Source: an optimization exercise on an open RTL-to-GDS flow (aim: small area). Production flows keep margins and buffers that such runs may drop. Where RTL was checked, it was by simulation tests only, not by an equivalence proof against the original. No functional check of the RTL was part of runs 1 and 2. Power and IR drop assume default switching activity.

### flow/design.v
module core_id_pipe #(
  parameter int unsigned XLEN = 32,
  parameter int unsigned NREG = 32
) (
  input  logic            i_clk,
  input  logic            i_rst_n,
  input  logic            i_valid,
  output logic            o_ready,
  input  logic [31:0]     i_instr,
  input  logic [XLEN-1:0] i_pc,
  input  logic            i_flush,
  input  logic            i_ex_valid,
  input  logic            i_ex_mem_read,
  input  logic [4:0]      i_ex_rd,
  input  logic            i_wb_reg_write,
  input  logic [4:0]      i_wb_rd,
  input  logic [XLEN-1:0] i_rd_din,
  output logic            o_valid,
  input  logic            i_ready,
  output logic [XLEN-1:0] o_pc,
  output logic [6:0]      o_opcode,
  output logic [2:0]      o_funct3,
  output logic [6:0]      o_funct7,
  output logic [4:0]      o_rd,
  output logic [4:0]      o_rs1,
  output logic [4:0]      o_rs2,
  output logic [XLEN-1:0] o_imm,
  output logic [XLEN-1:0] o_rs1_dout,
  output logic [XLEN-1:0] o_rs2_dout,
  output logic            o_illegal
);
  localparam logic [6:0] OP_LUI    = 7'b0110111;
  localparam logic [6:0] OP_AUIPC  = 7'b0010111;
  localparam logic [6:0] OP_JAL    = 7'b1101111;
  localparam logic [6:0] OP_JALR   = 7'b1100111;
  localparam logic [6:0] OP_BRANCH = 7'b1100011;
  localparam logic [6:0] OP_LOAD   = 7'b0000011;
  localparam logic [6:0] OP_STORE  = 7'b0100011;
  localparam logic [6:0] OP_IMM    = 7'b0010011;
  localparam logic [6:0] OP_OP     = 7'b0110011;
  localparam logic [6:0] OP_MISC   = 7'b0001111;
  localparam logic [6:0] OP_SYSTEM = 7'b1110011;
  logic [6:0] opcode;
  logic [4:0] rs1, rs2;
  logic       uses_rs1, uses_rs2, hazard, load_en;
  assign opcode = i_instr[6:0];
  assign rs1    = i_instr[19:15];
  assign rs2    = i_instr[24:20];
  always_comb begin : use_dec
    uses_rs1 = 1'b1;
    uses_rs2 = 1'b0;
    case (opcode)
      OP_LUI, OP_AUIPC, OP_JAL:     uses_rs1 = 1'b0;
      OP_STORE, OP_BRANCH, OP_OP:   uses_rs2 = 1'b1;
      default: ;
    endcase
  end
  assign hazard = i_valid & i_ex_valid & i_ex_mem_read & (i_ex_rd != 5'd0)
                & ((uses_rs1 & (rs1 == i_ex_rd)) | (uses_rs2 & (rs2 == i_ex_rd)));
  assign load_en = ~o_valid | i_ready;
  assign o_ready = i_flush | (load_en & ~hazard);
  logic [31:0] ir;
  always_ff @(posedge i_clk or negedge i_rst_n) begin : id_ex_valid
    if (!i_rst_n)
      o_valid <= 1'b0;
    else if (i_flush)
      o_valid <= 1'b0;
    else if (load_en)
      o_valid <= i_valid & ~hazard;
  end
  always_ff @(posedge i_clk) begin : id_ex_payload
    if (load_en) begin
      ir   <= i_instr;
      o_pc <= i_pc;
    end
  end
  assign o_opcode = ir[6:0];
  assign o_rd     = ir[11:7];
  assign o_funct3 = ir[14:12];
  assign o_rs1    = ir[19:15];
  assign o_rs2    = ir[24:20];
  assign o_funct7 = ir[31:25];
  always_comb begin : imm_dec
    o_illegal = 1'b0;
    o_imm     = '0;
    case (ir[6:0])
      OP_LUI, OP_AUIPC:
        o_imm = {ir[31:12], 12'b0};
      OP_JAL:
        o_imm = {{12{ir[31]}}, ir[19:12], ir[20], ir[30:21], 1'b0};
      OP_JALR, OP_LOAD, OP_IMM, OP_MISC, OP_SYSTEM:
        o_imm = {{20{ir[31]}}, ir[31:20]};
      OP_STORE:
        o_imm = {{20{ir[31]}}, ir[31:25], ir[11:7]};
      OP_BRANCH:
        o_imm = {{20{ir[31]}}, ir[7], ir[30:25], ir[11:8], 1'b0};
      OP_OP: ;
      default:
        o_illegal = 1'b1;
    endcase
  end
  logic [XLEN-1:0] rf [NREG];
  logic [NREG-1:0] we, sel1, sel2;
  logic [XLEN-1:0] wdata;
  assign rf[0] = '0;
  assign we[0] = 1'b0;
  assign wdata = i_rd_din & {XLEN{i_rst_n}};
  for (genvar g = 1; g < NREG; g++) begin : g_rf
    assign we[g] = ~i_rst_n | (i_wb_reg_write & (i_wb_rd == g));
    always_ff @(posedge i_clk) begin
      if (we[g])
        rf[g] <= wdata;
    end
  end
  always_comb begin : rd_sel
    for (int i = 0; i < NREG; i++) begin
      sel1[i] = (i != 0) & (o_rs1 == i);
      sel2[i] = (i != 0) & (o_rs2 == i);
    end
  end
  for (genvar b = 0; b < XLEN; b++) begin : g_rd
    logic [10:0] n1, n2;
    for (genvar k = 0; k < 10; k++) begin : g_grp
      core_id_pipe_aoi222 u_p1 (
        .a1(sel1[3*k+1]), .a2(rf[3*k+1][b]),
        .b1(sel1[3*k+2]), .b2(rf[3*k+2][b]),
        .c1(sel1[3*k+3]), .c2(rf[3*k+3][b]),
        .y (n1[k]));
      core_id_pipe_aoi222 u_p2 (
        .a1(sel2[3*k+1]), .a2(rf[3*k+1][b]),
        .b1(sel2[3*k+2]), .b2(rf[3*k+2][b]),
        .c1(sel2[3*k+3]), .c2(rf[3*k+3][b]),
        .y (n2[k]));
    end
    assign n1[10] = ~(sel1[31] & rf[31][b]);
    assign n2[10] = ~(sel2[31] & rf[31][b]);
    assign o_rs1_dout[b] = ~&n1;
    assign o_rs2_dout[b] = ~&n2;
  end
endmodule
module core_id_pipe_aoi222 (
  input  logic a1, a2, b1, b2, c1, c2,
  output logic y
);
  assign y = ~((a1 & a2) | (b1 & b2) | (c1 & c2));
endmodule
### flow/flow/run.sh
#!/bin/bash
# Standard ORFS layout with three changes: port buffers use the smallest
# buffer, clock tree synthesis inserts no dummy loads and clusters more
# sinks per leaf buffer. Every make variable below is passed on the
# command line so that it overrides the standard flow's config.mk.
set -euo pipefail
CTS="-sink_clustering_enable -repair_clock_nets -dont_use_dummy_load -sink_clustering_size 25 -sink_clustering_max_diameter 80"
bash standard.sh \
  "BUFFER_PORTS_ARGS=-buffer_cell sky130_fd_sc_hd__buf_1" \
  "CTS_ARGS=$CTS" \
  finish > make_finish.log 2>&1
### flow/standard.sh
#!/bin/bash
# synth_recipe.tcl (not shown) runs the flow's synth.tcl, then flattens the netlist and writes it again
# the make line also repeats each setting of config.mk as NAME=value (left out here)
make -C /OpenROAD-flow-scripts/flow DESIGN_CONFIG=/design/flow/config.mk WORK_HOME=/design/flow/orfs CLKGATE_MAP_FILE= SYNTH_SCRIPT=/design/flow/synth_recipe.tcl "${@:-finish}"
### flow/config.mk
export PLATFORM = sky130hd
export DESIGN_NAME = core_id_pipe
export DESIGN_NICKNAME = core_id_pipe
export VERILOG_FILES = /design/flow/design.v
export SDC_FILE = /design/flow/constraint.sdc
export NUM_CORES = 8
export LEC_CHECK = 0
export CAP_MARGIN = 10
export CORE_MARGIN = 2
export CORE_UTILIZATION = 55
export PLACE_DENSITY = 0.68
export SETUP_SLACK_MARGIN = 0.15
export SLEW_MARGIN = 10
export SYNTH_HIERARCHICAL = 1
### flow/constraint.sdc
create_clock -name core_clock -period 5.0 [get_ports {i_clk}]
set_input_delay 1.0000 -clock core_clock [delete_from_list [all_inputs] [get_ports {i_clk}]]
set_output_delay 1.0000 -clock core_clock [all_outputs]
set_load 0.01 [all_outputs]
==> reports/results.ini, run 1 <==
[outcome]
status=no timing/DRC/antenna violations

[cts]
htreeDepth=2
clock_path_buffers=3
cts_num_sinks=1057
clk_pin_slew_ns=0.10
numCtsBuffers=51
cts-root-buf=clkbuf_16
cts_tree=built
clkLatencyLatePin_ns=0.64

[final_layout]
drive_gt1_share_pct=10.7
syn_to_final_growth_pct=12.2
antenna_cells=0
nets=2795
stdcell_count=3648

[setup_path]
setup.worst_path.start=ir[18]$_DFFE_PP_
reg2reg_depth=3
crit_fanout=32
start_kind=register
regToRegStartpoint=o_valid$_DFFE_PN0P_
cp_data_arrival_time_ns=3.83
r2r-end=o_valid$_DFFE_PN0P_
crit_path_frequent_cell=buf_4
end_kind=output port
required_ns=4.00
critPathMaxStageDelay_ns=0.56
worstPathCellList=nand2b_1, buf_4, nor2_4, buf_4, a222oi_1, nand4_1, a2111o_1, buf_1
crit_type=register to output port
cp_slowest_cell=nand2b_1
reg2reg_slack_ns=3.21

[power_and_ir_drop]
power_per_cell_area_nw_per_um2=372
p_int_uw=12900
power_leakage_uw=0.0149
swShare_pct=25.7
clkPwrFrac_pct=25.5
pwr-share-seq_pct=63.3
p_sw_uw=4470
pwr-share-comb_pct=11.2
ir_drop_mv=0.395

[detailed_routing]
firstDrtPassIters=14
initialDrtViolationCount=8741
ant_nets=0
wl_um=148000
drc=0
routed-via-count=30700
routedWlPerCell_um=40.5
viasPerCell=8.41

[logic_synthesis]
ys_types=52
syn_nets=2385
synthTopCellsByCount=edfxtp_1, a222oi_1, nand4_1
synth_area_per_cell_um2=18.4
synth_top_cell_by_area=edfxtp_1
ys_seq_elements=1057
ys.flop_type=edfxtp_1
synth_xor_area_share_pct=0.231
synth_fa_ha_area_share_pct=0
yosysMostFrequentCell=edfxtp_1
syn_area_um2=41700
synthSimpleGateAreaFrac_pct=4.97
synthCells=2271
ys_top_cells_by_area=edfxtp_1, a222oi_1, nand4_1
async_flop_share_pct=0.0946
synth_top_family_by_area=compound AO/OA/AOI/OAI gates
synth_compound_area_share_pct=18.3
yosysSeqAreaShare_pct=76.1
netlist.area_leader.share_pct=76.0
yosysWarningCount=9
synth_edf_count=1056
synthMuxAreaShare_pct=0

[floorplanning]
die_x_um=279
num_rows=100
initial_core_util_pct=55.8
die_h_um=279
num_io_pins=277
core_area_um2=74800
fp.dieArea_um2=78100

[timing]
rsz0062_at_grt=yes
hold-worst-slack_ns=0.520
setup_viol=0
min_period_ns=4.83
tightest_slew_ns=1.33
clock_skew_ns=0.0409
hold_viol_final=0
fmax_mhz=207
relSlewSlack_pct=11.2
period_share_pct=96.6
timing.setup.tns_ns=0
final_max_slew_viol_count=0

[placement]
port_buffers=276
hpwl_um=88700
gp_congestion=1.01
place_inst=3596

[global_routing]
grt_pass1_vias=29300
grt_start_max_net_pins=50
grt_use_total_pct=36.9
antenna_found_initial=5
grt_overflow=0
grt_pass1_wl_um=206000

[worst_hold_path]
hold_path_depth=1
worstHoldEndpoint=o_pc[29]$_DFFE_PP_
hold_start=i_pc[29]
worst_hold_path_type=input pin to register

[flow_run]
maxCapViolations=0

[layout by cell type (no fill, tap or decap), drive strengths merged, types with 3 or more instances in the layout]
| master | n |
|---|---|
| edfxtp | 1056 |
| a222oi | 640 |
| buf | 387 |
| nand4 | 130 |
| nand2 | 86 |
| nor2 | 71 |
| a2111o | 64 |
| clkbuf | 52 |
| o21ai | 47 |
| and2 | 39 |
| a21o | 11 |
| nand2b | 11 |
| nand3 | 9 |
| nand3b | 8 |
| a21oi | 8 |
| xnor2 | 7 |
| or3b | 6 |
| or2 | 5 |
| nand4b | 4 |
| a22o | 4 |
| xor2 | 4 |
| inv | 3 |
| or3 | 3 |
[metrics by stage]
stage,setup slack [ns],instance area (µm²),utilization (%),power (µW)
final,0.170,46800,62.5,17400
after global routing,0.142,46800,62.5,17800
after CTS,0.259,46800,62.5,17300
after detailed placement,0.930,45500,60.8,13100
after global placement,0.997,45500,60.8,13000
after floorplan,0.812,41700,-,12000
[final cells by class]
class	count	area, µm²
timing repair buffer	388	1910
tap	969	1210
inverter	3	11.3
sequential	1057	31700
fill	5314	28000
multi-input combinational	1180	10600
clock buffer	51	1280
[power groups by stage]
stage / logic [µW] / clock network [µW] / registers [µW]
after floorplan: 892 / 0 / 11100
after global placement: 1840 / 0 / 11100
after detailed placement: 1870 / 0 / 11200
after CTS: 1870 / 4430 / 11000
after global routing: 1990 / 4720 / 11100
final: 1950 / 4450 / 11000
[modules after synthesis (local to each module, per instance)]
module	copies in the design	cells	flip-flops and latches
core_id_pipe	1	1631	1057
core_id_pipe_aoi222	640	1	0
[state kept, by name (all words and copies together), names as in the netlist]
register and cells:
o_pc 32, ir 32, rf 992, o_valid 1
[worst max path at each step]
stage | to | slack, ns | cells past startpoint
finish | o_rs1_dout[25] | 0.17 | 8
global placement | o_rs2_dout[25] | 1.0 | 7
global route | o_rs1_dout[25] | 0.14 | 8
CTS | o_rs2_dout[13] | 0.26 | 7
detailed placement | o_rs2_dout[13] | 0.93 | 7
floorplan | o_ready | 0.81 | 3
[cell families after synthesis]
family	after synthesis
DFF	1057
AOI/OAI and AO/OA	784
and+or+nand+nor	385
buffers and inverters	34
xor gates and xnor gates	11
[per-layer routing]
layer | vias to the layer above | share of wire [%] | GRT usage [%]
met5 | - | 0.024 | 0
met4 | 6 | 4.6 | 15.0
met3 | 516 | 17 | 12.1
met2 | 3052 | 44 | 55.5
met1 | 15200 | 34 | 50.0
li1 | 11900 | - | -
[what timing repair did]
action	4_1_cts	5_1_grt
hold buffers	0	0
endpoints found under the setup margin	0	4
setup buffers	0	0
hold endpoints to repair	0	0
gates resized for setup	0	3
[critical path: cells and delay by family, from the launching register on]
family,cells,cell delay (ns)
AO/OA/AOI/OAI,2,0.95
buffers and inverters,3,0.73
flip-flops,1,0.43
AND/OR/NAND/NOR,3,1.10
==> run 2, diff against run 1 <==
--- a/flow/config.mk
+++ b/flow/config.mk
@@ -7,8 +7,8 @@
 export LEC_CHECK = 0
 export CAP_MARGIN = 10
 export CORE_MARGIN = 2
-export CORE_UTILIZATION = 55
-export PLACE_DENSITY = 0.68
+export CORE_UTILIZATION = 60
+export PLACE_DENSITY = 0.72
 export SETUP_SLACK_MARGIN = 0.15
 export SLEW_MARGIN = 10
 export SYNTH_HIERARCHICAL = 1
==> run 2 against run 1 <==
Effect of this change:
- still clean
- critical path depth fell by 1
- area after synthesis did not move
- critical endpoint is now o_rs2_dout[22]
- clock skew fell by 0.021 ns
- setup slack improved by 0.045 ns
- first-iteration DRC count rose by 3.8%
- routed wire length fell by 1.5%
- die area fell by 8.2%
- fmax rose by 0.94%
- combinational power barely moved
- largest cell class unchanged
==> reports/results.ini, run 2 <==
[floorplanning]
initial_core_util_pct=60.7
core_area_um2=68700
die_h_um=268
num_rows=96
num_io_pins=277
fp.dieArea_um2=71700
die_x_um=268

[global_routing]
antenna_found_initial=5
grt_overflow=0
grt_start_max_net_pins=42
grt_use_total_pct=39.8
grt_pass1_wl_um=203000
grt_pass1_vias=29900

[setup_path]
worstPathCellList=nand2b_1, nor2_4, buf_4, a222oi_1, nand4_1, a2111o_1, buf_1
crit_fanout=32
critPathMaxStageDelay_ns=0.66
reg2reg_depth=2
start_kind=register
path_delay_family=simple AND/OR/NAND/NOR gates
cp_data_arrival_time_ns=3.78
regToRegStartpoint=o_valid$_DFFE_PN0P_
reg2reg_slack_ns=3.08
setup.worst_path.start=ir[23]$_DFFE_PP_
crit_type=register to output port
end_kind=output port
crit_buf_inv=2
required_ns=4.00
cp_slowest_cell=nand2b_1
worst-path-stages=7
crit_end=o_rs2_dout[22]
r2r-end=o_pc[20]$_DFFE_PP_

[flow_run]
maxCapViolations=0

[worst_hold_path]
worst_hold_path_type=input pin to asynchronous set/reset pin

[detailed_routing]
ant_nets=0
routed-via-count=30700
initialDrtViolationCount=9070
viasPerCell=8.51
firstDrtPassIters=17
wl_um=145000
routedWlPerCell_um=40.3
drc=0

[outcome]
status=no timing/DRC/antenna violations

[placement]
gp_congestion=0.951
place_inst=3560
hpwl_um=86800
port_buffers=276

[final_layout]
reg_top3=rf (992), ir (32), o_pc (32)
drive_gt1_share_pct=10.6
largest_reg_flops=992
syn_to_final_growth_pct=11.8
mostFrequentLayoutCells=edfxtp_1, a222oi_1, buf_1
nets=2794
stdcell_count=3612
regMostFlops=rf
layout_commonest_cell=edfxtp_1

[logic_synthesis]
synth_top_cell_by_area=edfxtp_1
synth_edf_count=1056
ys_seq_elements=1057
syn_area_um2=41700
yosysWarningCount=9
synth_area_per_cell_um2=18.4
yosysMostFrequentCell=edfxtp_1
synthCells=2271
netlist.area_leader.share_pct=76.0
ys_top_cells_by_area=edfxtp_1, a222oi_1, nand4_1
ys_types=52
syn_nets=2385
ys.flop_type=edfxtp_1
async_flop_share_pct=0.0946
synthTopCellsByCount=edfxtp_1, a222oi_1, nand4_1
yosysSeqAreaShare_pct=76.1

[cts]
clk_pin_slew_ns=0.10
htreeDepth=2
ctsHoldBuffers=0
cts_tree=built
clkLatencyLatePin_ns=0.63
clock_path_buffers=3
numCtsBuffers=49
cts-root-buf=clkbuf_16
cts_num_sinks=1057

[timing]
rsz0062_at_grt=no
setup_viol=0
hold-worst-slack_ns=0.445
tightest_slew_ns=1.34
final_max_slew_viol_count=0
clock_skew_ns=0.0202
fmax_mhz=209
relSlewSlack_pct=10.6
min_period_ns=4.78
period_share_pct=95.7
hold_viol_final=0
timing.setup.tns_ns=0

[power_and_ir_drop]
clkPwrFrac_pct=25.1
power_leakage_uw=0.0149
power_per_cell_area_nw_per_um2=371
p_sw_uw=4420
swShare_pct=25.5
p_int_uw=12900
pwr-share-seq_pct=63.7
pwr-share-comb_pct=11.2
ir_drop_mv=0.278

run 2: worst register-to-register path, stage by stage (launching register included):
cell and delay (ns):
dfrtp_1 0.40, nand2b_2 0.64, buf_4 0.53
run 2: what timing repair did:
action | in CTS | in global routing
resized for setup | 0 | 2
setup buffers | 0 | 0
endpoints found under the setup margin | 0 | 9
run 2: worst min path at each step:
stage,start,endpoint
after floorplan,i_rst_n,o_valid$_DFFE_PN0P_
after global placement,i_rst_n,o_valid$_DFFE_PN0P_
after detailed placement,i_rst_n,o_valid$_DFFE_PN0P_
after CTS,i_rst_n,o_valid$_DFFE_PN0P_
after global routing,i_rst_n,o_valid$_DFFE_PN0P_
final,i_rst_n,o_valid$_DFFE_PN0P_
run 2: area by class of cell:
class / instances / area (µm²)
inverter: 3 / 11.3
fill: 4578 / 22100
timing repair buffer: 389 / 1900
multi-input combinational: 1180 / 10600
antenna: 3 / 7.51
tap: 931 / 1160
clock buffer: 49 / 1230
sequential: 1057 / 31700
run 2: cells by family (layout without fill, tap and decap cells):
logic type / count (synthesis) / after routing / share of synthesized area [%]
other cells: 0 / 3 / 0
buf+inv: 34 / 441 / 0.405
simple gates: 385 / 385 / 4.97
compound gates: 784 / 784 / 18.3
xor+xnor: 11 / 11 / 0.231
flops: 1057 / 1057 / 76.1
run 2: per-stage QoR:
stage	setup WS [ns]	instance area [µm²]	total power, µW	utilization (%)
floorplan	0.812	41700	12000	-
detailed placement	0.942	45400	13000	66.0
CTS	0.290	46600	17100	67.8
global placement	0.948	45400	12900	66.0
finish	0.215	46600	17300	67.9
global route	0.196	46600	17600	67.9
run 2: modules after synthesis, one instance, submodules excluded:
module | area, µm² | copies in the design | flip-flops and latches
core_id_pipe | 35300 | 1 | 1057
core_id_pipe_aoi222 | 10.0 | 640 | 0
run 2: routing by layer:
metal	share of wire [%]	vias up	GRT usage, %
met5	0.0089	-	0
met4	5.2	2	19.1
met3	17	595	13.2
met2	45	3194	59.9
met1	33	15100	52.8
li1	-	11900	-
run 2: power groups by stage:
| stage | Combinational [µW] | Sequential, µW | Clock [µW] |
|---|---|---|---|
| final | 1940 | 11000 | 4340 |
| after detailed placement | 1840 | 11200 | 0 |
| after CTS | 1850 | 11000 | 4310 |
| after global routing | 1970 | 11100 | 4590 |
| after floorplan | 892 | 11100 | 0 |
| after global placement | 1810 | 11100 | 0 |
==> run 3, diff against run 2 <==
--- a/flow/design.v
+++ b/flow/design.v
@@ -105,17 +105,29 @@
   assign rf[0] = '0;
   assign we[0] = 1'b0;
   assign wdata = i_rd_din & {XLEN{i_rst_n}};
+  logic [7:0] wh, h1, h2;
+  logic [3:0] wl, l1, l2;
+  always_comb begin : predec
+    for (int j = 0; j < 8; j++) begin
+      wh[j] = ~i_rst_n | (i_wb_rd[4:2] == j);
+      h1[j] = (o_rs1[4:2] == j);
+      h2[j] = (o_rs2[4:2] == j);
+    end
+    for (int k = 0; k < 4; k++) begin
+      wl[k] = ~i_rst_n | (i_wb_reg_write & (i_wb_rd[1:0] == k));
+      l1[k] = (o_rs1[1:0] == k);
+      l2[k] = (o_rs2[1:0] == k);
+    end
+  end
+  assign sel1[0] = 1'b0;
+  assign sel2[0] = 1'b0;
   for (genvar g = 1; g < NREG; g++) begin : g_rf
-    assign we[g] = ~i_rst_n | (i_wb_reg_write & (i_wb_rd == g));
+    core_id_pipe_and2 u_we (.a(wh[g/4]), .b(wl[g%4]), .y(we[g]));
+    core_id_pipe_and2 u_s1 (.a(h1[g/4]), .b(l1[g%4]), .y(sel1[g]));
+    core_id_pipe_and2 u_s2 (.a(h2[g/4]), .b(l2[g%4]), .y(sel2[g]));
     always_ff @(posedge i_clk) begin
       if (we[g])
         rf[g] <= wdata;
-    end
-  end
-  always_comb begin : rd_sel
-    for (int i = 0; i < NREG; i++) begin
-      sel1[i] = (i != 0) & (o_rs1 == i);
-      sel2[i] = (i != 0) & (o_rs2 == i);
     end
   end
   for (genvar b = 0; b < XLEN; b++) begin : g_rd
@@ -144,3 +156,9 @@
 );
   assign y = ~((a1 & a2) | (b1 & b2) | (c1 & c2));
 endmodule
+module core_id_pipe_and2 (
+  input  logic a, b,
+  output logic y
+);
+  assign y = a & b;
+endmodule
--- a/flow/config.mk
+++ b/flow/config.mk
@@ -7,8 +7,8 @@
 export LEC_CHECK = 0
 export CAP_MARGIN = 10
 export CORE_MARGIN = 2
-export CORE_UTILIZATION = 60
-export PLACE_DENSITY = 0.72
+export CORE_UTILIZATION = 55
+export PLACE_DENSITY = 0.68
 export SETUP_SLACK_MARGIN = 0.15
 export SLEW_MARGIN = 10
 export SYNTH_HIERARCHICAL = 1
==> run 3 against run 2 <==
Effect of this change:
- clock power is 2% higher
- global-route usage is 1.7 points lower
- setup slack better by 0.023 ns
- largest power group unchanged
- fmax is 0.49% higher
- first-iteration DRC count is 4.8% lower
==> reports/results.ini, run 3 <==
[timing]
period_share_pct=95.2
relSlewSlack_pct=5.78
min_period_ns=4.76
fmax_mhz=210
rsz0062_at_grt=no
setup_viol=0
setup_slack_ns=0.238
clock_skew_ns=0.0323
hold-worst-slack_ns=0.525
hold_viol_final=0
tightest_slew_ns=1.41
timing.setup.tns_ns=0
final_max_slew_viol_count=0

[global_routing]
grt_pass1_wl_um=210000
grt_pass1_vias=29600
grt_overflow=0
antenna_found_initial=4
grt_use_total_pct=38.1
grt_start_max_net_pins=56

[detailed_routing]
wl_met1_um=47600
viasPerCell=8.45
top_layer_used=met5
firstDrtPassIters=14
drc=0
routedWlPerCell_um=42.3
routed-via-count=30600
wl_um=153000
met2_length_um=67300
wl_met3_um=27200
ant_nets=0
initialDrtViolationCount=8632

[logic_synthesis]
ys.flop_type=edfxtp_1
yosysWarningCount=9
ys_seq_elements=1057
ys_types=54
synth_edf_count=1056
syn_nets=2377
synthCells=2263
syn_area_um2=41900
synthTopCellsByCount=edfxtp_1, a222oi_1, and2_1
synth_area_per_cell_um2=18.5
synth_top_cell_by_area=edfxtp_1
yosysMostFrequentCell=edfxtp_1
netlist.area_leader.share_pct=75.8
yosysSeqAreaShare_pct=75.8
async_flop_share_pct=0.0946
ys_top_cells_by_area=edfxtp_1, a222oi_1, and2_1

[setup_path]
cp_data_arrival_time_ns=3.76
end_kind=output port
crit_type=register to output port
start_kind=register
required_ns=4.00
crit_fanout=19

[floorplanning]
die_h_um=280
num_rows=101
die_x_um=280
initial_core_util_pct=55.3
core_area_um2=75700
fp.dieArea_um2=78300
num_io_pins=277

[final_layout]
mostFrequentLayoutCells=edfxtp_1, a222oi_1, buf_1
regMostFlops=rf
stdcell_count=3617
layout_commonest_cell=edfxtp_1
stdcell_area_um2=46000
syn_to_final_growth_pct=9.85
drive_gt1_share_pct=8.04
largest_reg_flops=992
reg_top3=rf (992), ir (32), o_pc (32)
nets=2754

[cts]
cts-root-buf=clkbuf_16
ctsHoldBuffers=0
numCtsBuffers=51
cts_num_sinks=1057
clkLatencyLatePin_ns=0.64
clock_path_buffers=3
clk_pin_slew_ns=0.09
cts_tree=built
htreeDepth=2

[power_and_ir_drop]
ir_drop_mv=0.312
power_leakage_uw=0.0142
power_per_cell_area_nw_per_um2=385

[placement]
place_inst=3562
port_buffers=276
gp_congestion=1.01
hpwl_um=89900
place_area_um2=44600
place_ws_ns=0.999

[worst_hold_path]
worst_hold_path_type=input pin to register

[flow_run]
maxCapViolations=0

[outcome]
status=no timing/DRC/antenna violations

## run 3: per-stage QoR
stage | total power, µW | utilization [%]
finish | 17700 | 60.7
CTS | 17600 | 60.7
global route | 18100 | 60.7
floorplan | 12200 | -
detailed placement | 13400 | 59.0
global placement | 13300 | 59.0
## run 3: routing by layer
| layer | vias to the layer above | track usage (%) |
|---|---|---|
| li1 | 11800 | - |
| met1 | 14900 | 48.6 |
| met2 | 3367 | 58.0 |
| met3 | 546 | 11.3 |
| met4 | 4 | 23.2 |
| met5 | - | 0.250 |
## run 3: modules after synthesis (local to each module, per instance)
module / flops+latches / copies in the design / area [µm²] / cells
core_id_pipe: 1057 / 1 / 34900 / 1530
core_id_pipe_aoi222: 0 / 640 / 10.0 / 1
core_id_pipe_and2: 0 / 93 / 6.26 / 1
## run 3: power breakdown
| group | internal [µW] | switching, µW |
|---|---|---|
| clock network | 1820 | 2600 |
| registers | 10700 | 442 |
| logic | 553 | 1590 |
## run 3: repair_timing
item,4_1_cts,5_1_grt
endpoints found under the setup margin,0,1
gates resized for setup,0,2
buffers inserted,0,0
## run 3: cell type report
| type | instances | area, µm² |
|---|---|---|
| timing repair buffer | 347 | 1640 |
| fill | 5509 | 29700 |
| clock buffer | 51 | 1280 |
| sequential | 1057 | 31700 |
| tap | 978 | 1220 |
| multi-input combinational | 1177 | 10100 |
| antenna | 1 | 2.50 |
| inverter | 6 | 22.5 |
## run 3: worst paths after layout
check | startpoint | end | slack [ns] | cells after the start
max | ir[17]$_DFFE_PP_ | o_rs1_dout[24] | 0.24 | 7
min | i_pc[20] | o_pc[20]$_DFFE_PP_ | 0.52 | 1
max reg2reg | o_valid$_DFFE_PN0P_ | o_pc[19]$_DFFE_PP_ | 3.30 | 2
min reg2reg | o_valid$_DFFE_PN0P_ | o_pc[20]$_DFFE_PP_ | 0.80 | 1
max in group asynchronous | i_rst_n | o_valid$_DFFE_PN0P_ | 4.07 | 2
min in group asynchronous | i_rst_n | o_valid$_DFFE_PN0P_ | 0.60 | 2
## run 3: logic make-up after synthesis
family	synth area share, %
AO/OA/AOI/OAI	18.1
AND/OR/NAND/NOR	5.58
flip-flops	75.8
buffers and inverters	0.323
XOR/XNOR	0.230
## run 3: critical path: stages (launching register included)
cell and delay [ns]:
edfxtp_1 0.52, nor3b_1 0.42, and2_1 0.76, buf_4 0.43, a222oi_1 0.15, nand4_1 0.23
a2111o_1 0.36, buf_1 0.21
==> run 4, diff against run 3 <==
==> flow/flow/run.sh (replaced) <==
#!/bin/bash
# Standard ORFS layout with three changes: port buffers use the smallest
# buffer, clock tree synthesis inserts no dummy loads and clusters more
# sinks per leaf buffer. Every make variable below is passed on the
# command line so that it overrides the standard flow's config.mk.
set -euo pipefail
CTS="-sink_clustering_enable -repair_clock_nets -dont_use_dummy_load -sink_clustering_size 30 -sink_clustering_max_diameter 80"
bash standard.sh \
  "BUFFER_PORTS_ARGS=-buffer_cell sky130_fd_sc_hd__buf_1" \
  "CTS_ARGS=$CTS" \
  finish > make_finish.log 2>&1
==> run 4 against run 3 <==
Effect of this change:
- global-route usage is essentially flat
- flip-flop and latch count is the same
- utilization shrank 0.17 points
- setup slack lost 0.041 ns
- die area is the same
- largest power group unchanged
- routed wire length shrank 0.12%
- hold slack lost 0.023 ns
- via count shrank 0.13%
- clock power shrank 4%
- still clean on timing, DRC and antenna
- sequential share of layout area grew 0.19 points
- critical path depth shrank 1
==> reports/results.ini, run 4 <==
[logic_synthesis]
yosysWarningCount=9
synth_edf_count=1056
synth_top_cell_by_area=edfxtp_1
yosysMostFrequentCell=edfxtp_1
ys.flop_type=edfxtp_1
async_flop_share_pct=0.0946
syn_area_um2=41900
syn_nets=2377
netlist.area_leader.share_pct=75.8
synthCells=2263
ys_types=54
yosysSeqAreaShare_pct=75.8
synthTopCellsByCount=edfxtp_1, a222oi_1, and2_1
ys_seq_elements=1057
synth_area_per_cell_um2=18.5
ys_top_cells_by_area=edfxtp_1, a222oi_1, and2_1

[timing]
setup_slack_ns=0.197
timing.setup.tns_ns=0
fmax_mhz=208
hold_viol_final=0
final_max_slew_viol_count=0
setup_viol=0
min_period_ns=4.80
period_share_pct=96.1
relSlewSlack_pct=10.9
rsz0062_at_grt=no
tightest_slew_ns=1.34
clock_skew_ns=0.0408

[final_layout]
regMostFlops=rf
layout_commonest_cell=edfxtp_1
nets=2749
fillCellCount=5516
syn_to_final_growth_pct=9.55
mostFrequentLayoutCells=edfxtp_1, a222oi_1, buf_1
drive_gt1_share_pct=7.79
largest_reg_flops=992
reg_top3=rf (992), ir (32), o_pc (32)

[cts]
cts_tree=built
numCtsBuffers=46
clkLatencyLatePin_ns=0.66
cts_num_sinks=1057
cts_resized=0
clock_path_buffers=3
htreeDepth=2
clk_pin_slew_ns=0.11
cts-root-buf=clkbuf_16
cts_setup_buffers=0
ctsHoldBuffers=0

[floorplanning]
die_x_um=280
num_rows=101
num_io_pins=277
core_area_um2=75700
fp.dieArea_um2=78300
initial_core_util_pct=55.3
die_h_um=280

[detailed_routing]
firstDrtPassIters=11
drc=0
ant_nets=0
routed-via-count=30500
wl_um=153000
viasPerCell=8.45
routedWlPerCell_um=42.3
initialDrtViolationCount=8576

[power_and_ir_drop]
pwr-share-comb_pct=12.2
power_per_cell_area_nw_per_um2=382
power_leakage_uw=0.0141
pwr-share-seq_pct=63.6
p_int_uw=12900
swShare_pct=26.3
ir_drop_mv=0.344
clkPwrFrac_pct=24.2
p_sw_uw=4600

[outcome]
status=no timing/DRC/antenna violations

[setup_path]
required_ns=4.00
crit_fanout=32
cp_data_arrival_time_ns=3.80
end_kind=output port
start_kind=register
crit_type=register to output port

[placement]
place_ws_ns=0.999
gp_congestion=1.01
port_buffers=276
hpwl_um=89900

[global_routing]
grt_overflow=0
grt_use_total_pct=38.1
antenna_found_initial=2
grt_start_max_net_pins=56
grt_pass1_wl_um=210000
grt_pass1_vias=29500

[worst_hold_path]
worst_hold_path_type=input pin to register

[flow_run]
maxCapViolations=0

run 4: cell counts after synthesis:
Identical to the previous run, type by type.
run 4: area by class of cell:
type | instances | area (µm²) | share of cell area, %
Clock buffer | 46 | 1150 | 2.51
Antenna cell | 1 | 2.50 | 0.00546
Sequential cell | 1057 | 31700 | 69.2
Inverter | 6 | 22.5 | 0.0491
Multi-Input combinational cell | 1177 | 10100 | 22.0
Tap cell | 978 | 1220 | 2.67
Timing Repair Buffer | 347 | 1640 | 3.57
run 4: kinds of logic after synthesis:
logic type / after synthesis / share of synthesized area [%]
compound gates: 765 / 18.1
xor+xnor: 11 / 0.230
buf+inv: 29 / 0.323
flops: 1057 / 75.8
simple gates: 401 / 5.58
run 4: layer usage:
| metal | global-route usage [%] | wire length, µm |
|---|---|---|
| met1 | 48.9 | 47900 |
| met2 | 57.9 | 67000 |
| met3 | 11.4 | 26700 |
| met4 | 22.8 | 11300 |
| met5 | 0.250 | 0 |
run 4: modules after synthesis (local to each module, per instance):
module	times used	area, µm²
core_id_pipe	1	34900
core_id_pipe_and2	93	6.26
core_id_pipe_aoi222	640	10.0
run 4: worst max-delay path: stages (launching register included):
cell	delay [ns]
edfxtp_1	0.54
nor3b_1	0.44
and2_2	1.10
a222oi_1	0.30
nand4_1	0.25
a2111o_1	0.32
buf_1	0.21
run 4: power by group through the flow:
stage	Combinational, µW	Sequential, µW	Clock, µW
after floorplan	985	11200	0
after global placement	2020	11200	0
after detailed placement	2040	11300	0
after CTS	2040	11100	4210
after global routing	2160	11200	4490
final	2140	11100	4230
run 4: final timing paths:
path / start / end / slack, ns / cells after the start
setup / recovery: ir[23]$_DFFE_PP_ / o_rs2_dout[2] / 0.20 / 6
hold / removal: i_pc[20] / o_pc[20]$_DFFE_PP_ / 0.50 / 1
setup reg to reg: o_valid$_DFFE_PN0P_ / o_pc[19]$_DFFE_PP_ / 3.33 / 2
hold reg to reg: o_valid$_DFFE_PN0P_ / o_pc[20]$_DFFE_PP_ / 0.76 / 1
max in group asynchronous: i_rst_n / o_valid$_DFFE_PN0P_ / 4.07 / 2
min in group asynchronous: i_rst_n / o_valid$_DFFE_PN0P_ / 0.62 / 2
run 4: stage by stage:
step / instance area [µm²] / hold WS [ns] / util [%] / total power [µW] / cells
after detailed placement: 44600 / 0.797 / 59.0 / 13400 / 3562
after CTS: 45800 / 0.501 / 60.5 / 17400 / 3608
after global routing: 45900 / 0.495 / 60.6 / 17900 / 3612
after floorplan: 41900 / 0.704 / - / 12200 / 2263
final: 45900 / 0.502 / 60.6 / 17500 / 3612
after global placement: 44600 / 0.783 / 59.0 / 13300 / 3562

## afterwards: timing with drivers on the ports
The flow's constraints put no driver on any port. The routed layouts listed below were extracted and timed again, unchanged, in two steps.
Step 1 assumes that a clkbuf_16 drives the clock port and a buf_2 every other input.
Step 2, shift: input delay + t, output delay - t, t = (earliest + latest rising clock arrival at the registers) / 2. This alone moves slack from input paths to output paths.
a / b / c = ideal / step 1 / step 2; a / b = the first two.
run	t (ns)	setup WS [ns]	hold WS [ns]	worst setup path after step 2	clock arrival spread, ns
run 1	0.701	0.170 / 0.102 / 0.803	0.520 / 0.476 / 0.926	register to output	0.071 / 0.070
run 2	0.697	0.215 / 0.150 / 0.847	0.445 / 0.449 / 1.146	register to output	0.058 / 0.058
run 3	0.708	0.238 / 0.169 / 0.876	0.525 / 0.482 / 0.802	register to output	0.076 / 0.077
run 4	0.707	0.197 / 0.129 / 0.836	0.502 / 0.481 / 0.758	register to output	0.058 / 0.059
After both steps every run listed still meets setup and hold.
